Context: an optimization exercise on an open-source flow, tuned for a short achievable clock period. The choices shown serve that exercise and are no tape-out recipe. Where RTL was checked, it was by simulation tests only, not by an equivalence proof against the original. Power is estimated from default activity; no workload was simulated.

## cap_pipe_top
module cap_pipe_top (
    input  wire logic                CLK,
    input  wire logic                rst_n,
    input  wire logic                insn_valid,
    input  wire logic [31:0]         insn,
    output logic                     retire_valid,
    output logic [38:0]              retire    
);
    localparam int W     = 32;
    localparam int CAP_W = 32 + 1;
    logic is_addi, is_inc, is_sub, is_mov, is_clr, is_gt, legal;
    insn_decoder decoder_i (
        .insn    (insn),
        .is_addi (is_addi),
        .is_inc  (is_inc),
        .is_sub  (is_sub),
        .is_mov  (is_mov),
        .is_clr  (is_clr),
        .is_gt   (is_gt),
        .legal   (legal)
    );
    logic [5-1:0] rd, rs1, rs2;
    assign rd  = insn[11:7];
    assign rs1 = insn[19:15];
    assign rs2 = insn[24:20];
    logic                 s1_valid, s1_wr;
    logic [5-1:0] s1_rd;
    logic                 s2_valid, s2_wr;
    logic [5-1:0] s2_rd;
    logic [5-1:0] s3_wrd;
  ...
==> flow/config.mk <==
export PLATFORM = sky130hd
export DESIGN_NAME = cap_pipe_top
export DESIGN_NICKNAME = cap_pipe_top
export VERILOG_FILES = /design/flow/design.v
export SDC_FILE = /design/flow/constraint.sdc
export NUM_CORES = 4
export LEC_CHECK = 0
export CAP_MARGIN = 20
export CORE_MARGIN = 2
export CORE_UTILIZATION = 55
export SETUP_SLACK_MARGIN = 3.5
export SLEW_MARGIN = 20
export TNS_END_PERCENT = 100
==> flow/constraint.sdc <==
create_clock -name core_clock -period 6.0 [get_ports {CLK}]
set_input_delay 1.2000 -clock core_clock [delete_from_list [all_inputs] [get_ports {CLK}]]
set_output_delay 1.2000 -clock core_clock [all_outputs]
set_load 0.01 [all_outputs]
standard.sh (not shown) runs the stock make flow with config.mk's settings and CLKGATE_MAP_FILE= SYNTH_SCRIPT=/design/flow/synth_recipe.tcl, a recipe that flattens the netlist after the stock synthesis.
==> flow/flow/run.sh <==
#!/bin/bash
set -euo pipefail
cd "$(dirname "$0")/.."
export BUFFER_PORTS_ARGS="-buffer_cell sky130_fd_sc_hd__buf_4"
bash standard.sh finish > standard_flow.log 2>&1
Then changed:
CORE_UTILIZATION = 50   (was 55)
Clock skew goes down by 0.014 ns.
Final area goes up by 1.1%.
Routed wire length goes down by about 0.8%.
Worst setup slack degrades by 0.073 ns.
Final cell count goes up by 2.6%.
Area after synthesis stays the same.
Power goes up by 1.8%.
Global-route usage goes down by 3.6 points.
Sequential power stays flat.

========
Setup of before:
Another version of the RTL of cap_pipe_top (not shown whole).
Size in the first run: roughly 5800 cells after synthesis, ~75 I/O pins, roughly 74000 sq um of cells after synthesis.
Settings: LEC_CHECK=0, CAP_MARGIN=20, CORE_MARGIN=2, CORE_UTILIZATION=40, SLEW_MARGIN=20; clock period 6.0 ns.
run.sh (not shown) runs the stock make flow with config.mk's settings and CLKGATE_MAP_FILE= SYNTH_SCRIPT=/design/flow/synth_recipe.tcl, a recipe that flattens the netlist after the stock synthesis.
Stock flow here: none of the scripts above is used.
Edits applied to the flow inputs when going from before to after:
Settings: SETUP_SLACK_MARGIN now 3.5, previously not set; ABC_CLOCK_PERIOD_IN_PS now 2000, previously not set; TNS_END_PERCENT now 100, previously not set.
Findings:
Sequential share of layout area, after and before: larger value in before. In the metrics for after and before, the one carrying the lower area growth from synthesis to final layout is before. Setup slack, after and before, lower one = before. Relative to before, the summed area of non-filler cells in the final layout measured on after has increased by more than 10%. Distinct cell type count after synthesis: before vs after identical. Power: after draws more than before.
No functional check of the RTL was part of any run of this note.

========
Another version of the RTL of cap_pipe_top (not shown whole).
Size: ~4700 cells after synthesis, ~1700 flip-flops, roughly 75 I/O pins, about 0.065 sq mm of cells after synthesis.
## cap_pipe_top
module cap_pipe_top (
    input  wire logic                CLK,
    input  wire logic                rst_n,
    input  wire logic                insn_valid,
    input  wire logic [31:0]         insn,
    output logic                     retire_valid,
    output logic [38:0]              retire    
);
Settings: LEC_CHECK=0, CAP_MARGIN=20, CORE_MARGIN=2, CORE_UTILIZATION=55, SETUP_SLACK_MARGIN=3.5, SLEW_MARGIN=20, TNS_END_PERCENT=100; clock period 6.0 ns.
Then changed:
- CORE_UTILIZATION: 55 -> 50
=> Wire length is lower by 1.4%. Non-clock buffer count is higher by 5. Via count hardly moves. Synthesized area does not change. Count of clock-buffer cells in the layout is lower by 9. Worst hold slack improves by 0.0083 ns.

[separate check: timing with driven ports]
The results above use ideal ports. As a check the final layouts listed here were re-extracted and re-timed, cells and wires unchanged. Step 1: set_driving_cell puts a clkbuf_16 on CLK and a buf_2 on each other input, an assumption about the parent block. Step 2 adds t to the input delays and takes it off the output delays; t is the mean of the earliest and latest rising clock arrival at the registers after step 1. Input paths then give back, and output paths get back, about the clock's delay inside the block. Three values: ideal ports, drivers, drivers and shift; two values: the first two.
| run | t, ns | setup WS [ns] | worst register clock-pin slew, ns |
|---|---|---|---|
| the first run of note 1 | 0.889 | 3.377 / 3.377 / 2.620 | 0.07 / 0.07 |
| the second run of note 1 | 0.893 | 3.304 / 3.227 / 2.663 | 0.06 / 0.06 |
| before | 0.902 | 1.793 / 1.793 / 1.793 | 0.07 / 0.07 |
| after | 0.905 | 2.906 / 2.906 / 2.589 | 0.07 / 0.07 |
| the first run of note 3 | 0.890 | 3.395 / 3.395 / 2.647 | 0.07 / 0.07 |
| the second run of note 3 | 0.889 | 3.388 / 3.388 / 2.629 | 0.07 / 0.07 |
After both steps every run listed still meets setup and hold. For the second run of note 3, which loses most, drivers alone change the setup slack by 0.000 ns; drivers and shift together by -0.759 ns.
